This is an optimization exercise on Yosys and OpenROAD, whose aim is small area and a short achievable clock period, not a production implementation.

==> flow/design.v <==
`timescale 1ns/1ps
`default_nettype none
package rob_cfg_pkg;
    localparam int WAY = 2;
    localparam int ROB_DEPTH    = 16;
    localparam int ROB_ID_WIDTH = 4;
    localparam int ARCH_WIDTH = 5;
    localparam int PRF_WIDTH  = 6;
    localparam int CDB_CHANNELS = 3;
    localparam int FULL_THRESHOLD = 2 * WAY;
    typedef logic [ROB_ID_WIDTH-1:0] rob_id_t;
    typedef logic [ROB_ID_WIDTH:0]   rob_ptr_t;
endpackage
`default_nettype wire
`timescale 1ns/1ps
`default_nettype none
module rob_top (
    input  logic         clk,
    input  logic         rst_n,
    input  logic         alloc_en,
    input  logic [27:0]  alloc_lanes,
    output logic [7:0]   tail_ids,
    input  logic [116:0] cdb,
    output logic [23:0]  commit_lanes,
    output logic         flush,
    output logic [31:0]  redirect_pc,
    output logic         full,
    output logic [1:0]   status
);
    localparam int N    = rob_cfg_pkg::ROB_DEPTH;
    localparam int NP   = N / 2;
    localparam int NCDB = rob_cfg_pkg::CDB_CHANNELS;
    function automatic logic [3:0] inc4(input logic [3:0] x);
        inc4 = {x[3] ^ (x[2] & x[1] & x[0]), x[2] ^ (x[1] & x[0]), x[1] ^ x[0], !x[0]};
    endfunction
    function automatic logic [3:0] dec4(input logic [3:0] x);
        dec4 = {x[3] ^ !(x[2] | x[1] | x[0]), x[2] ^ !(x[1] | x[0]), x[1] ^ !x[0], !x[0]};
    endfunction
    function automatic logic [2:0] inc3(input logic [2:0] x);
        inc3 = {x[2] ^ (x[1] & x[0]), x[1] ^ x[0], !x[0]};
    endfunction
    function automatic logic lt4(input logic [3:0] a, input logic [3:0] b);
        logic [3:0] e;
        e = ~(a ^ b);
        lt4 = (!a[3] && b[3])
            || (e[3] && !a[2] && b[2])
            || (e[3] && e[2] && !a[1] && b[1])
            || (e[3] && e[2] && e[1] && !a[0] && b[0]);
    endfunction
    logic [N-1:0]  st_a, st_b;
    logic [10:0]   e_d [N];     
    logic [3:0]  head;
    logic [N-1:0] hoh;          
    logic [2:0]  tail3;         
    logic [3:0]  occ;           
    logic        full_r, empty_r;
    logic        c0_r, c1_r, flush_r;
    logic [10:0] l0_r, l1_r;
    logic        mp_v;          
    logic [3:0]  mp_id;         
    logic [31:0] mp_pc;
    assign tail_ids     = {tail3, 1'b1, tail3, 1'b0};
    assign full         = full_r;
    assign status       = {full_r, empty_r};
    assign flush        = flush_r;
    assign redirect_pc  = mp_pc;
    assign commit_lanes = {c1_r, l1_r, c0_r, l0_r};
    logic [NCDB-1:0]       cv, ctk;
    logic [NCDB-1:0][3:0]  cid;
    logic [NCDB-1:0][31:0] cpc;
    logic [1:0]            la, lb, ldai;
    logic [1:0][10:0]      ld;
    always_comb begin
        for (int c = 0; c < NCDB; c++) begin
            cv[c]  = cdb[c*39 + 38];
            cid[c] = cdb[c*39 + 34 +: 4];
            ctk[c] = cdb[c*39 + 32];
            cpc[c] = cdb[c*39 +: 32];
        end
        for (int l = 0; l < 2; l++) begin
            ld[l]   = alloc_lanes[l*14 + 3 +: 11];
            ldai[l] = alloc_lanes[l*14 + 2];
            la[l] = !alloc_lanes[l*14 + 2] && (!alloc_lanes[l*14 + 1] ||  alloc_lanes[l*14 + 0]);
            lb[l] = !alloc_lanes[l*14 + 2] && (!alloc_lanes[l*14 + 1] || !alloc_lanes[l*14 + 0]);
        end
    end
    logic         clr, acc;
    logic [N-1:0] hnoh;
    logic [3:0] hn, hn1, k, k_in;
    logic       k0, k1, kge2, kge11, kge13;
    assign clr  = !rst_n || flush_r;
    assign acc  = alloc_en && !full_r;
    assign hn   = c1_r ? inc4(inc4(head)) : c0_r ? inc4(head) : head;
    assign hn1  = inc4(hn);
    assign hnoh = c1_r ? {hoh[N-3:0], hoh[N-1:N-2]} : c0_r ? {hoh[N-2:0], hoh[N-1]} : hoh;
    assign k    = c1_r ? dec4(dec4(occ)) : c0_r ? dec4(occ) : occ;
    assign k0    = (k == 4'd0);
    assign k1    = (k == 4'd1);
    assign kge2  = k[3] || k[2] || k[1];
    assign kge11 = k[3] && (k[2] || (k[1] && k[0]));
    assign kge13 = k[3] && k[2] && (k[1] || k[0]);
    assign k_in  = {k[3] ^ (k[2] & k[1]), k[2] ^ k[1], !k[1], k[0]};    
    always_ff @(posedge clk) begin
        if (clr) begin
            head    <= '0;
            hoh     <= N'(1);
            tail3   <= '0;
            occ     <= '0;
            full_r  <= 1'b0;
            empty_r <= 1'b1;
        end else begin
            head    <= hn;
            hoh     <= hnoh;
            tail3   <= acc ? inc3(tail3) : tail3;
            occ     <= acc ? k_in : k;
            full_r  <= acc ? kge11 : kge13;
            empty_r <= !acc && k0;
        end
    end
    logic [NCDB-1:0][N-1:0] cdec;
    logic [N-1:0]           hit;
    always_comb begin
        for (int c = 0; c < NCDB; c++)
            for (int i = 0; i < N; i++)
                cdec[c][i] = cv[c] && (cid[c] == 4'(i));
        hit = cdec[0] | cdec[1] | cdec[2];
    end
    always_ff @(posedge clk) begin
        for (int i = 0; i < N; i++) begin
            if (tail3 == 3'(i / 2)) e_d[i] <= ld[i%2];
            if (hit[i]) begin
                st_a[i] <= 1'b0;
                st_b[i] <= 1'b0;
            end else if (tail3 == 3'(i / 2)) begin
                st_a[i] <= la[i%2];
                st_b[i] <= lb[i%2];
            end
        end
    end
    logic [10:0] dev, dod, ds0, ds1;
    logic        aev, bev, aod, bod, sa0, sb0, sa1, sb1;
    logic        hit0, hit1, cmis0, cmis1;
    logic        rdy0, rdy1, live0, live1, mis0, mis1, c0_n, c1_n;
    logic [NP-1:0] poh, peh;
    always_comb begin
        for (int p = 0; p < NP; p++) begin
            poh[p] = hnoh[2*p] | hnoh[2*p+1];
            peh[p] = hnoh[2*p] | hnoh[(2*p+N-1)%N];
        end
        dev = '0; dod = '0; aev = 1'b0; bev = 1'b0; aod = 1'b0; bod = 1'b0;
        for (int p = 0; p < NP; p++) begin
            dev = dev | (e_d[2*p]   & {11{peh[p]}});
            dod = dod | (e_d[2*p+1] & {11{poh[p]}});
            aev = aev | (st_a[2*p]   && peh[p]);
            bev = bev | (st_b[2*p]   && peh[p]);
            aod = aod | (st_a[2*p+1] && poh[p]);
            bod = bod | (st_b[2*p+1] && poh[p]);
        end
    end
    assign ds0 = hn[0] ? dod : dev;
    assign ds1 = hn[0] ? dev : dod;
    assign sa0 = hn[0] ? aod : aev;
    assign sb0 = hn[0] ? bod : bev;
    assign sa1 = hn[0] ? aev : aod;
    assign sb1 = hn[0] ? bev : bod;
    always_comb begin
        hit0 = 1'b0; hit1 = 1'b0; cmis0 = 1'b0; cmis1 = 1'b0;
        for (int c = 0; c < NCDB; c++) begin
            if (cv[c] && (cid[c] == hn)) begin
                hit0  = 1'b1;
                cmis0 = cmis0 || (ctk[c] ? (!sa0 && sb0) : (sa0 && !sb0));
            end
            if (cv[c] && (cid[c] == hn1)) begin
                hit1  = 1'b1;
                cmis1 = cmis1 || (ctk[c] ? (!sa1 && sb1) : (sa1 && !sb1));
            end
        end
    end
    assign live0 = !k0 || acc;
    assign live1 = kge2 || acc;
    assign rdy0  = !k0 ? ((!sa0 && !sb0) || hit0) : ldai[0];
    assign rdy1  = kge2 ? ((!sa1 && !sb1) || hit1) : k1 ? ldai[0] : ldai[1];
    assign mis0  = !k0 && ((mp_v && (mp_id == hn))  || cmis0);
    assign mis1  = kge2 && ((mp_v && (mp_id == hn1)) || cmis1);
    assign c0_n  = !clr && live0 && rdy0;
    assign c1_n  = c0_n && !mis0 && live1 && rdy1;
    always_ff @(posedge clk) begin
        c0_r    <= c0_n;
        c1_r    <= c1_n;
        flush_r <= c0_n && (mis0 || (live1 && rdy1 && mis1));
        l0_r    <= !k0 ? ds0 : ld[0];
        l1_r    <= kge2 ? ds1 : k1 ? ld[0] : ld[1];
    end
    logic [NCDB-1:0] cmis, cwrap, cbeat, csel;
    logic            hwrap;
    assign hwrap = lt4(mp_id, head);
    always_comb begin
        for (int c = 0; c < NCDB; c++) begin
            cmis[c]  = |(cdec[c] & (ctk[c] ? ~st_a : ~st_b));
            cwrap[c] = lt4(cid[c], head);
            cbeat[c] = !mp_v || (lt4(cid[c], mp_id) ^ cwrap[c] ^ hwrap);
        end
        for (int c = 0; c < NCDB; c++) begin
            csel[c] = cmis[c] && cbeat[c];
            for (int d = 0; d < NCDB; d++)
                if (d != c)
                    csel[c] = csel[c] && (!cmis[d] || (lt4(cid[c], cid[d]) ^ cwrap[c] ^ cwrap[d]));
        end
    end
    always_ff @(posedge clk) begin
        if (clr) mp_v <= 1'b0;
        else     mp_v <= mp_v || (|cmis);
        if (|csel) begin
            mp_pc <= ({32{csel[0]}} & cpc[0]) | ({32{csel[1]}} & cpc[1]) | ({32{csel[2]}} & cpc[2]);
            mp_id <= ({4{csel[0]}} & cid[0]) | ({4{csel[1]}} & cid[1]) | ({4{csel[2]}} & cid[2]);
        end
    end
endmodule
`default_nettype wire
==> flow/config.mk <==
export PLATFORM = sky130hd
export DESIGN_NAME = rob_top
export DESIGN_NICKNAME = rob_top
export VERILOG_FILES = /design/flow/design.v
export SDC_FILE = /design/flow/constraint.sdc
export NUM_CORES = 4
export LEC_CHECK = 0
export ABC_AREA = 1
export CAP_MARGIN = 20
export CORE_MARGIN = 2
export CORE_UTILIZATION = 40
export CTS_CLUSTER_DIAMETER = 80
export CTS_CLUSTER_SIZE = 30
export PLACE_DENSITY = 0.6
export SETUP_SLACK_MARGIN = 3.6
export SLEW_MARGIN = 20
==> flow/constraint.sdc <==
create_clock -name core_clock -period 7.0 [get_ports {clk}]
set_input_delay 1.4000 -clock core_clock [delete_from_list [all_inputs] [get_ports {clk}]]
set_output_delay 1.4000 -clock core_clock [all_outputs]
set_load 0.01 [all_outputs]
standard.sh (not shown) runs the stock make flow with config.mk's settings and CLKGATE_MAP_FILE= SYNTH_SCRIPT=/design/flow/synth_recipe.tcl, a recipe that flattens the netlist after the stock synthesis.
==> flow/flow/run.sh <==
#!/bin/bash
# The standard layout (standard.sh), with one change: the port buffers
# that global placement inserts are plain sky130_fd_sc_hd__buf_1 cells
# instead of the delay cells buffer_ports picks by default.
# make's full output goes to standard.log; ORFS keeps each step's log
# under orfs/logs/.
set -euo pipefail
export BUFFER_PORTS_ARGS="-buffer_cell sky130_fd_sc_hd__buf_1"
bash standard.sh > standard.log 2>&1
The first run completed without violations.
Then changed:
--- a/flow/design.v
+++ b/flow/design.v
@@ -50,7 +50,6 @@
     logic [N-1:0]  st_a, st_b;
     logic [10:0]   e_d [N];     
     logic [3:0]  head;
-    logic [N-1:0] hoh;          
     logic [2:0]  tail3;         
     logic [3:0]  occ;           
     logic        full_r, empty_r;
@@ -84,15 +83,13 @@
             lb[l] = !alloc_lanes[l*14 + 2] && (!alloc_lanes[l*14 + 1] || !alloc_lanes[l*14 + 0]);
         end
     end
-    logic         clr, acc;
-    logic [N-1:0] hnoh;
+    logic       clr, acc;
     logic [3:0] hn, hn1, k, k_in;
     logic       k0, k1, kge2, kge11, kge13;
     assign clr  = !rst_n || flush_r;
     assign acc  = alloc_en && !full_r;
     assign hn   = c1_r ? inc4(inc4(head)) : c0_r ? inc4(head) : head;
     assign hn1  = inc4(hn);
-    assign hnoh = c1_r ? {hoh[N-3:0], hoh[N-1:N-2]} : c0_r ? {hoh[N-2:0], hoh[N-1]} : hoh;
     assign k    = c1_r ? dec4(dec4(occ)) : c0_r ? dec4(occ) : occ;
     assign k0    = (k == 4'd0);
     assign k1    = (k == 4'd1);
@@ -103,14 +100,12 @@
     always_ff @(posedge clk) begin
         if (clr) begin
             head    <= '0;
-            hoh     <= N'(1);
             tail3   <= '0;
             occ     <= '0;
             full_r  <= 1'b0;
             empty_r <= 1'b1;
         end else begin
             head    <= hn;
-            hoh     <= hnoh;
             tail3   <= acc ? inc3(tail3) : tail3;
             occ     <= acc ? k_in : k;
             full_r  <= acc ? kge11 : kge13;
@@ -137,24 +132,22 @@
             end
         end
     end
+    logic [2:0]  pe, po;
     logic [10:0] dev, dod, ds0, ds1;
     logic        aev, bev, aod, bod, sa0, sb0, sa1, sb1;
     logic        hit0, hit1, cmis0, cmis1;
     logic        rdy0, rdy1, live0, live1, mis0, mis1, c0_n, c1_n;
-    logic [NP-1:0] poh, peh;
-    always_comb begin
-        for (int p = 0; p < NP; p++) begin
-            poh[p] = hnoh[2*p] | hnoh[2*p+1];
-            peh[p] = hnoh[2*p] | hnoh[(2*p+N-1)%N];
-        end
+    assign po  = hn[3:1];
+    assign pe  = hn1[3:1];
+    always_comb begin
         dev = '0; dod = '0; aev = 1'b0; bev = 1'b0; aod = 1'b0; bod = 1'b0;
         for (int p = 0; p < NP; p++) begin
-            dev = dev | (e_d[2*p]   & {11{peh[p]}});
-            dod = dod | (e_d[2*p+1] & {11{poh[p]}});
-            aev = aev | (st_a[2*p]   && peh[p]);
-            bev = bev | (st_b[2*p]   && peh[p]);
-            aod = aod | (st_a[2*p+1] && poh[p]);
-            bod = bod | (st_b[2*p+1] && poh[p]);
+            dev = dev | (e_d[2*p]   & {11{pe == 3'(p)}});
+            dod = dod | (e_d[2*p+1] & {11{po == 3'(p)}});
+            aev = aev | (st_a[2*p]   && pe == 3'(p));
+            bev = bev | (st_b[2*p]   && pe == 3'(p));
+            aod = aod | (st_a[2*p+1] && po == 3'(p));
+            bod = bod | (st_b[2*p+1] && po == 3'(p));
         end
     end
     assign ds0 = hn[0] ? dod : dev;
@@ -210,9 +203,15 @@
     always_ff @(posedge clk) begin
         if (clr) mp_v <= 1'b0;
         else     mp_v <= mp_v || (|cmis);
-        if (|csel) begin
-            mp_pc <= ({32{csel[0]}} & cpc[0]) | ({32{csel[1]}} & cpc[1]) | ({32{csel[2]}} & cpc[2]);
-            mp_id <= ({4{csel[0]}} & cid[0]) | ({4{csel[1]}} & cid[1]) | ({4{csel[2]}} & cid[2]);
+        if (csel[0]) begin
+            mp_pc <= cpc[0];
+            mp_id <= cid[0];
+        end else if (csel[1]) begin
+            mp_pc <= cpc[1];
+            mp_id <= cid[1];
+        end else if (csel[2]) begin
+            mp_pc <= cpc[2];
+            mp_id <= cid[2];
         end
     end
 endmodule
What happened: Wire length went up by 5.9%; sequential share of layout area went down by 3.3 points; design area went up by 3.6%; die area went down by 5.2%; non-clock buffer count went up by 50; cell count went down by 6.1%; maximum frequency went down by 3.1%.
Function was not checked in any run of this note: the RTL went through the layout flow alone.

-- static timing again, ports no longer ideal --
How much do the figures lean on ideal ports? The routed layouts below were timed once more, with nothing changed but the port constraints.
Step 1: set_driving_cell puts a clkbuf_16 on clk and a buf_2 on each other input, an assumption about the parent block.
Step 2 moves the port delays by t, midway between the first and last clock arrival at a register: inputs arrive t later, outputs are due t later. That takes back most of the time a late clock gives input paths.
a / b / c = ideal / step 1 / step 2; a / b = the first two.
| run | t, ns | setup slack, ns | hold slack, ns | worst setup path after step 2 | pins driven straight from the clock port |
|---|---|---|---|---|---|
| the first run | 0.568 | 3.646 / 3.637 / 3.070 | 0.505 / 0.505 / 0.505 | input to register | 1 |
| the second run | 0.582 | 3.539 / 3.556 / 2.974 | 0.540 / 0.540 / 0.540 | input to register | 1 |
After both steps every run listed still meets setup and hold. For the first run, which loses most, drivers alone change the setup slack by -0.009 ns; drivers and shift together by -0.576 ns.
